From an optimization exercise on the open Yosys and OpenROAD flow, aimed at small area; shortcuts taken in it are not production practice. Where RTL was checked, it was by simulation tests only, not by an equivalence proof against the original.

==> inputs of wip/indigo <==
// pss_detector
module pss_detector (
    input  logic        clk_i,
    input  logic        reset_ni,
    input  logic [15:0] sample_i,           
    input  logic        sample_valid_i,
    input  logic [1:0]  mode_i,             
    input  logic [1:0]  requested_nid2_i,
    output logic [2:0]  result_o            
);
==> module pss_sample_window, before the edit <==
module pss_sample_window (
    input  logic [239:0] hist_i,
    input  logic [15:0]  sample_i,           
    input  logic         shift_i,
    input  logic         hold_i,
    input  logic         clear_i,
    output logic [239:0] hist_o
);
    localparam logic [15:0]  MSB_ONE = 16'h8080;
    localparam logic [239:0] MSBS    = {15{MSB_ONE}};
    assign hist_o = ({240{shift_i}} & {hist_i[223:0], sample_i}) |
                    ({240{hold_i}}  & hist_i) |
                    ({240{clear_i}} & MSBS);
endmodule
==> module pss_detector, before the edit <==
module pss_detector (
    input  logic        clk_i,
    input  logic        reset_ni,
    input  logic [15:0] sample_i,           
    input  logic        sample_valid_i,
    input  logic [1:0]  mode_i,             
    input  logic [1:0]  requested_nid2_i,
    output logic [2:0]  result_o            
);
    logic         en_q;
    logic         accept_q;
    logic [15:0]  sample_q;
    logic [239:0] hist_q;
    logic [239:0] hist_d;
    logic [2:0]   prev_q;
    logic [2:0]   peaks_q;
    logic [1:0]   code1_q, code2_q;
    logic         result_valid_q;
    logic [1:0]   result_nid2_q;
    logic         accept;
    logic         hold;
    logic [2:0]   ge;
    logic [1:0]   code;
    logic         hit;
    assign accept = sample_valid_i && en_q && reset_ni;
    assign hold   = reset_ni && !accept_q;
    always_ff @(posedge clk_i) begin
        sample_q <= sample_i ^ 16'h8080;
    end
    pss_sample_window i_sample_window (
        .hist_i   (hist_q),
        .sample_i (sample_q),
        .shift_i  (accept_q && reset_ni),
        .hold_i   (hold),
        .clear_i  (!reset_ni),
        .hist_o   (hist_d)
    );
    always_ff @(posedge clk_i) begin
        hist_q <= hist_d;
    end
    pss_correlator_lane i_corr (
        .window_i ({hist_q, sample_q}),
        .ge_o     (ge)
    );
    pss_nid2_decider i_nid2_decider (
        .peaks_i          (peaks_q),
        .code_i           (code2_q),
        .mode_i           (mode_i),
        .requested_nid2_i (requested_nid2_i),
        .code_o           (code),
        .hit_o            (hit)
    );
    always_ff @(posedge clk_i) begin
        if (!reset_ni) begin
            en_q           <= 1'b0;
            accept_q       <= 1'b0;
            prev_q         <= '0;
            peaks_q        <= '0;
            code1_q        <= 2'd3;
            code2_q        <= 2'd3;
            result_valid_q <= 1'b0;
            result_nid2_q  <= '0;
        end else begin
            en_q           <= !mode_i[1];
            accept_q       <= accept;
            if (accept_q) prev_q <= ge;
            peaks_q        <= accept_q ? (ge & ~prev_q) : 3'b000;
            code1_q        <= code;
            code2_q        <= code1_q;
            result_valid_q <= hit;
            if (hit) result_nid2_q <= code2_q;
        end
    end
    assign result_o = {result_valid_q, result_nid2_q};
endmodule
clock: 11.0 ns
lec_check: 0
cap_margin: 5
core_margin: 2
core_utilization: 75
cts_buf_list: sky130_fd_sc_hd__clkbuf_4
cts_cluster_diameter: 50
cts_cluster_size: 10
slew_margin: 5
synth_hierarchical: 1
standard.sh (not shown) runs the stock make flow with config.mk's settings and CLKGATE_MAP_FILE= SYNTH_SCRIPT=/design/flow/synth_recipe.tcl, a recipe that flattens the netlist after the stock synthesis.
==> flow/flow/run.sh <==
#!/bin/bash
cp standard.sh standard_sh_copy.log
export BUFFER_PORTS_ARGS="-buffer_cell sky130_fd_sc_hd__buf_1"
bash standard.sh > standard_flow.log 2>&1
==> wip/fjord: changes against wip/indigo <==
--- a/flow/design.v
+++ b/flow/design.v
@@ -1,16 +1,16 @@
 `timescale 1ns/1ps
 module pss_sample_window (
-    input  logic [239:0] hist_i,
-    input  logic [15:0]  sample_i,           
+    input  logic [255:0] hist_i,
+    input  logic [15:0]  sample_i,
     input  logic         shift_i,
     input  logic         hold_i,
     input  logic         clear_i,
-    output logic [239:0] hist_o
+    output logic [255:0] hist_o
 );
     localparam logic [15:0]  MSB_ONE = 16'h8080;
-    localparam logic [239:0] MSBS    = {15{MSB_ONE}};
-    assign hist_o = ({240{shift_i}} & {hist_i[223:0], sample_i}) |
-                    ({240{hold_i}}  & hist_i) |
-                    ({240{clear_i}} & MSBS);
+    localparam logic [255:0] MSBS    = {16{MSB_ONE}};
+    assign hist_o = ({256{shift_i}} & {hist_i[239:0], sample_i ^ MSB_ONE}) |
+                    ({256{hold_i}}  & hist_i) |
+                    ({256{clear_i}} & MSBS);
 endmodule
 `timescale 1ns/1ps
@@ -756,7 +756,6 @@
     logic         en_q;
     logic         accept_q;
-    logic [15:0]  sample_q;
-    logic [239:0] hist_q;
-    logic [239:0] hist_d;
+    logic [255:0] window_q;
+    logic [255:0] window_d;
     logic [2:0]   prev_q;
     logic [2:0]   peaks_q;
@@ -770,21 +769,18 @@
     logic         hit;
     assign accept = sample_valid_i && en_q && reset_ni;
-    assign hold   = reset_ni && !accept_q;
-    always_ff @(posedge clk_i) begin
-        sample_q <= sample_i ^ 16'h8080;
-    end
+    assign hold   = reset_ni && !accept;
     pss_sample_window i_sample_window (
-        .hist_i   (hist_q),
-        .sample_i (sample_q),
-        .shift_i  (accept_q && reset_ni),
+        .hist_i   (window_q),
+        .sample_i (sample_i),
+        .shift_i  (accept),
         .hold_i   (hold),
         .clear_i  (!reset_ni),
-        .hist_o   (hist_d)
+        .hist_o   (window_d)
     );
     always_ff @(posedge clk_i) begin
-        hist_q <= hist_d;
+        window_q <= window_d;
     end
     pss_correlator_lane i_corr (
-        .window_i ({hist_q, sample_q}),
+        .window_i (window_q),
         .ge_o     (ge)
     );
Settings changed: GPL_TIMING_DRIVEN set to 0.
==> wip/raven: changes against wip/indigo <==
--- a/flow/design.v
+++ b/flow/design.v
@@ -760,6 +760,5 @@
     logic [239:0] hist_d;
     logic [2:0]   prev_q;
-    logic [2:0]   peaks_q;
-    logic [1:0]   code1_q, code2_q;
+    logic [1:0]   code0_q, code1_q, code2_q;
     logic         result_valid_q;
     logic [1:0]   result_nid2_q;
@@ -790,5 +789,5 @@
     );
     pss_nid2_decider i_nid2_decider (
-        .peaks_i          (peaks_q),
+        .peaks_i          (accept_q ? (ge & ~prev_q) : 3'b000),
         .code_i           (code2_q),
         .mode_i           (mode_i),
@@ -802,5 +801,5 @@
             accept_q       <= 1'b0;
             prev_q         <= '0;
-            peaks_q        <= '0;
+            code0_q        <= 2'd3;
             code1_q        <= 2'd3;
             code2_q        <= 2'd3;
@@ -811,6 +810,6 @@
             accept_q       <= accept;
             if (accept_q) prev_q <= ge;
-            peaks_q        <= accept_q ? (ge & ~prev_q) : 3'b000;
-            code1_q        <= code;
+            code0_q        <= code;
+            code1_q        <= code0_q;
             code2_q        <= code1_q;
             result_valid_q <= hit;
==> flow_summary.ini <==
[run_status]
status = no timing/DRC/antenna violations

[route]
wl_per_cell_um = 18.3

[critical_path]
regToRegSetupSlack_ns = 0.32

[sta]
clock.fmax_ghz = 0.0936
clock_skew_ns = 0.0258

[global_route]
grt_pass1_vias = 10400
grt_pass1_wl_mm = 50.9

[floorplan]
die_area_um2 = 23600

[layout]
nets = 1657
seq_cells = 270
seq-cell-share = 0.311
nClkBuffers = 41
That was wip/raven.
==> flow_summary.ini <==
[layout]
nets = 1644

[route]
wl_per_cell_um = 18.2

[run_status]
status = no timing/DRC/antenna violations

[critical_path]
regToRegSetupSlack_ns = 0.41

[floorplan]
die_area_um2 = 23600

[global_route]
grt_pass1_vias = 10300
grt_pass1_wl_mm = 50.9
That was wip/indigo.
==> flow_summary.ini <==
[run_status]
status = no timing/DRC/antenna violations

[global_route]
grt_pass1_vias = 11700
grt_pass1_wl_mm = 65.9

[layout]
nClkBuffers = 36
seq-cell-share = 0.306

[floorplan]
die_area_um2 = 23500

[sta]
clock_skew_ns = 0.0370

[route]
wl_per_cell_um = 25.7

[critical_path]
regToRegSetupSlack_ns = 0.31
That was wip/fjord.
For wip/raven, only the layout was checked, not whether the RTL still works.

========
==> inputs of run M <==
Another version of the RTL of pss_detector (not shown whole).
==> flow/config.mk <==
export PLATFORM = sky130hd
export DESIGN_NAME = pss_detector
export DESIGN_NICKNAME = pss_detector
export VERILOG_FILES = /design/flow/design.v
export SDC_FILE = /design/flow/constraint.sdc
export NUM_CORES = 4
export LEC_CHECK = 0
export CAP_MARGIN = 20
export CORE_MARGIN = 2
export CORE_UTILIZATION = 60
export SLEW_MARGIN = 20
export SYNTH_HIERARCHICAL = 1
==> flow/constraint.sdc <==
create_clock -name core_clock -period 11.0 [get_ports {clk_i}]
set_input_delay 2.2000 -clock core_clock [delete_from_list [all_inputs] [get_ports {clk_i}]]
set_output_delay 2.2000 -clock core_clock [all_outputs]
set_load 0.01 [all_outputs]
run.sh (not shown) runs the stock make flow with config.mk's settings and CLKGATE_MAP_FILE= SYNTH_SCRIPT=/design/flow/synth_recipe.tcl, a recipe that flattens the netlist after the stock synthesis.
Stock flow here: none of the scripts above is used.
==> inputs of run F, as changes to run M <==
CORE_UTILIZATION = 75   (was 60)
CTS_BUF_LIST = sky130_fd_sc_hd__clkbuf_4 sky130_fd_sc_hd__clkbuf_8   (was default)
==> inputs of run H, as changes to run M <==
--- a/flow/design.v
+++ b/flow/design.v
@@ -262,12 +262,11 @@
     pss_fa u_s327 (.a(s213), .b(~s235), .c(c324), .s(s327), .co(c328));
     pss_ha u_s329 (.a(c326), .b(s327), .s(s329), .co(c330));
     pss_fa u_s331 (.a(c214), .b(~c236), .c(c328), .s(s331), .co(c332));
     pss_ha u_s333 (.a(c330), .b(s331), .s(s333), .co(c334));
     assign s335 = c332 ^ c334;
-    assign s337 = s261 ^ s237;
-    assign c338 = s261 & s237;
+    pss_ha u_s337 (.a(s261), .b(s237), .s(s337), .co(c338));
     pss_fa u_s339 (.a(s239), .b(c338), .c(s265), .s(s339), .co(c340));
     pss_fa u_s341 (.a(s241), .b(s269), .c(c340), .s(s341), .co(c342));
     pss_fa u_s343 (.a(s243), .b(s273), .c(c342), .s(s343), .co(c344));
     pss_fa u_s345 (.a(s245), .b(s277), .c(c344), .s(s345), .co(c346));
     pss_fa u_s347 (.a(s247), .b(s281), .c(c346), .s(s347), .co(c348));
@@ -464,12 +463,11 @@
     pss_fa u_s695 (.a(s581), .b(~s603), .c(c692), .s(s695), .co(c696));
     pss_ha u_s697 (.a(c694), .b(s695), .s(s697), .co(c698));
     pss_fa u_s699 (.a(c582), .b(~c604), .c(c696), .s(s699), .co(c700));
     pss_ha u_s701 (.a(c698), .b(s699), .s(s701), .co(c702));
     assign s703 = c700 ^ c702;
-    assign s705 = s629 ^ s605;
-    assign c706 = s629 & s605;
+    pss_ha u_s705 (.a(s629), .b(s605), .s(s705), .co(c706));
     pss_fa u_s707 (.a(s607), .b(c706), .c(s633), .s(s707), .co(c708));
     pss_fa u_s709 (.a(s609), .b(s637), .c(c708), .s(s709), .co(c710));
     pss_fa u_s711 (.a(s611), .b(s641), .c(c710), .s(s711), .co(c712));
     pss_fa u_s713 (.a(s613), .b(s645), .c(c712), .s(s713), .co(c714));
     pss_fa u_s715 (.a(s615), .b(s649), .c(c714), .s(s715), .co(c716));
@@ -520,16 +518,14 @@
     assign s773 = x743 ^ x755;
     assign c774 = x743 | x755;
     pss_ha u_s775 (.a(x744), .b(x756), .s(s775), .co(c776));
     assign s777 = x745 ^ x757;
     assign c778 = x745 | x757;
-    assign s779 = x746 ^ x758;
-    assign c780 = x746 & x758;
+    pss_ha u_s779 (.a(x746), .b(x758), .s(s779), .co(c780));
     assign s781 = x747 ^ x759;
     assign c782 = x747 | x759;
-    assign s783 = x748 ^ x760;
-    assign c784 = x748 & x760;
+    pss_ha u_s783 (.a(x748), .b(x760), .s(s783), .co(c784));
     assign x832 = s259 ^ s367;
     assign x833 = s337 ^ s367;
     assign x834 = s339 ^ s367;
     assign x835 = s341 ^ s367;
     assign x836 = s343 ^ s367;
@@ -560,12 +556,11 @@
     assign c865 = x836 | x848;
     pss_ha u_s866 (.a(x837), .b(x849), .s(s866), .co(c867));
     assign s868 = x838 ^ x850;
     assign c869 = x838 | x850;
     pss_ha u_s870 (.a(x839), .b(x851), .s(s870), .co(c871));
-    assign s872 = x840 ^ x852;
-    assign c873 = x840 & x852;
+    pss_ha u_s872 (.a(x840), .b(x852), .s(s872), .co(c873));
     assign s874 = x841 ^ x853;
     assign c875 = x841 | x853;
     pss_ha u_s876 (.a(x842), .b(x854), .s(s876), .co(c877));
     assign s878 = x843 ^ x855;
     assign c879 = x843 | x855;
@@ -598,26 +593,22 @@
     assign c954 = x928 | x940;
     assign s955 = x929 ^ x941;
     assign c956 = x929 | x941;
     assign s957 = x930 ^ x942;
     assign c958 = x930 | x942;
-    assign s959 = x931 ^ x943;
-    assign c960 = x931 & x943;
+    pss_ha u_s959 (.a(x931), .b(x943), .s(s959), .co(c960));
     assign s961 = x932 ^ x944;
     assign c962 = x932 | x944;
-    assign s963 = x933 ^ x945;
-    assign c964 = x933 & x945;
+    pss_ha u_s963 (.a(x933), .b(x945), .s(s963), .co(c964));
     assign s965 = x934 ^ x946;
     assign c966 = x934 | x946;
     assign s967 = x935 ^ x947;
     assign c968 = x935 | x947;
-    assign s969 = x936 ^ x948;
-    assign c970 = x936 & x948;
+    pss_ha u_s969 (.a(x936), .b(x948), .s(s969), .co(c970));
     assign s971 = x937 ^ x949;
     assign c972 = x937 | x949;
-    assign s973 = x938 ^ x950;
-    assign c974 = x938 & x950;
+    pss_ha u_s973 (.a(x938), .b(x950), .s(s973), .co(c974));
     assign g785 = x749 & ~s761;
     assign p786 = x749 | ~s761;
     assign g787 = ~c762 & s763;
     assign p788 = ~c762 | s763;
     assign g789 = c764 & s765;
==> comparison table <==
| metric | run F | run H | run M |
|---|---|---|---|
| Result of the run | finished clean | finished clean | finished clean |
| Vias per Instance | 5.99 | 5.59 | 5.58 |
| Post-Place Setup Slack | -216 ps | -9.79 ps | -220 ps |
| Die Area | 24500 um^2 | 30400 um^2 | 30400 um^2 |
| DRT Pass-1 Iters | 5 | 9 | 7 |
| Clock latency reported for the late side of the worst-skew pair | 540 ps | 550 ps | 540 ps |
| Vert. Die Dim | 156 um | 174 um | 174 um |
| Routability Congestion | 0.852 | 0.835 | 0.947 |
| Met1 demand-to-capacity share in global routing | 40.8% | 32.4% | 33.1% |
| Area of the multi-input gates | 11000 um^2 | 11100 um^2 | 11000 um^2 |
| Max stage delay cell, worst path | sky130_fd_sc_hd__fa_1 | sky130_fd_sc_hd__fa_1 | sky130_fd_sc_hd__fa_2 |
| Final design instance area without fill | 18800 um^2 | 19100 um^2 | 19000 um^2 |
| Post-CTS sizing | 2 | 3 | 2 |
| Total instance count after detailed placement | 1626 | 1724 | 1730 |
| Reg-to-reg startpoint | window_q[184]$_DFF_P_ | window_q[233]$_DFF_P_ | window_q[176]$_DFF_P_ |
| Count of inverters not on the clock network in the layout | 204 | 201 | 204 |
| Final worst path period need | 10690 ps | 10640 ps | 10660 ps |
| Compound-Gate Fraction of Synth Area | 14.7% | 14.7% | 14.7% |
| Number of tap instances | 285 | 384 | 384 |
| Routed length per placed instance | 19.7 um | 19.2 um | 19.5 um |
| Synth unique cells | 44 | 40 | 44 |
| Metal3 WL | 1170 um | 971 um | 923 um |
Only the layout flow was run in run M and run F; the RTL was not checked for function there.

========
==> job 7802 <==
pss_detector, a different RTL version from the one above (not shown whole).
Settings: LEC_CHECK=0, CAP_MARGIN=20, CORE_MARGIN=2, CORE_UTILIZATION=60, CTS_CLUSTER_DIAMETER=80, CTS_CLUSTER_SIZE=24, SLEW_MARGIN=20, SYNTH_HIERARCHICAL=1; clock period 11.0 ns.
==> inputs of job 1430, as changes to job 7802 <==
Settings changed: CTS_CLUSTER_DIAMETER 80 to 100, CTS_CLUSTER_SIZE 24 to 30.
==> notes <==
- Between job 7802 and job 1430, the lower via count is in job 1430 (gap 0.66%, measured against job 1430).
- Of job 7802 and job 1430, job 1430 has the higher sequential share of layout area (gap 0.13 points).
- Clock-buffer cell count: job 7802 is higher than job 1430 (3).
- In non-clock buffer count, job 1430 and job 7802 do not differ.
- Of job 7802 and job 1430, job 7802 has the higher first-iteration DRC count (gap 2.9%, measured against job 1430).
- In register-to-register slack, job 1430 and job 7802 hardly differ.
- Between job 1430 and job 7802, the lower global-route usage is in job 1430 (gap 0.092 points).
No run of this note included a check of the RTL's function; only the layout flow was run.

-- re-timing with driven ports --
Ports are ideal in the flow. The routed layouts listed here were re-timed in OpenROAD. Step 1 (the two cells are an assumption about what drives the block):
set clk [get_ports {clk_i}]
set_driving_cell -lib_cell sky130_fd_sc_hd__clkbuf_16 $clk
set_driving_cell -lib_cell sky130_fd_sc_hd__buf_2 [delete_from_list [all_inputs] $clk]
Step 2 also shifts input and output timing later by t, the mid clock arrival at the registers, as if the neighbouring blocks saw the same clock. Three values: ideal, step 1, step 2; two values: the first two.
run	t (ns)	setup slack, ns	worst register clock-pin slew, ns
wip/indigo	0.659	0.414 / 0.414 / 0.414	0.11 / 0.11
wip/fjord	0.677	0.306 / 0.306 / 0.306	0.12 / 0.12
wip/raven	0.663	0.320 / 0.320 / 0.320	0.11 / 0.11
run M	0.591	0.337 / 0.337 / 0.337	0.06 / 0.06
run F	0.575	0.314 / 0.314 / 0.314	0.07 / 0.07
run H	0.592	0.365 / 0.365 / 0.365	0.06 / 0.06
job 7802	0.551	0.341 / 0.341 / 0.341	0.09 / 0.09
job 1430	0.548	0.347 / 0.347 / 0.347	0.11 / 0.11
After both steps every run listed still meets setup and hold.
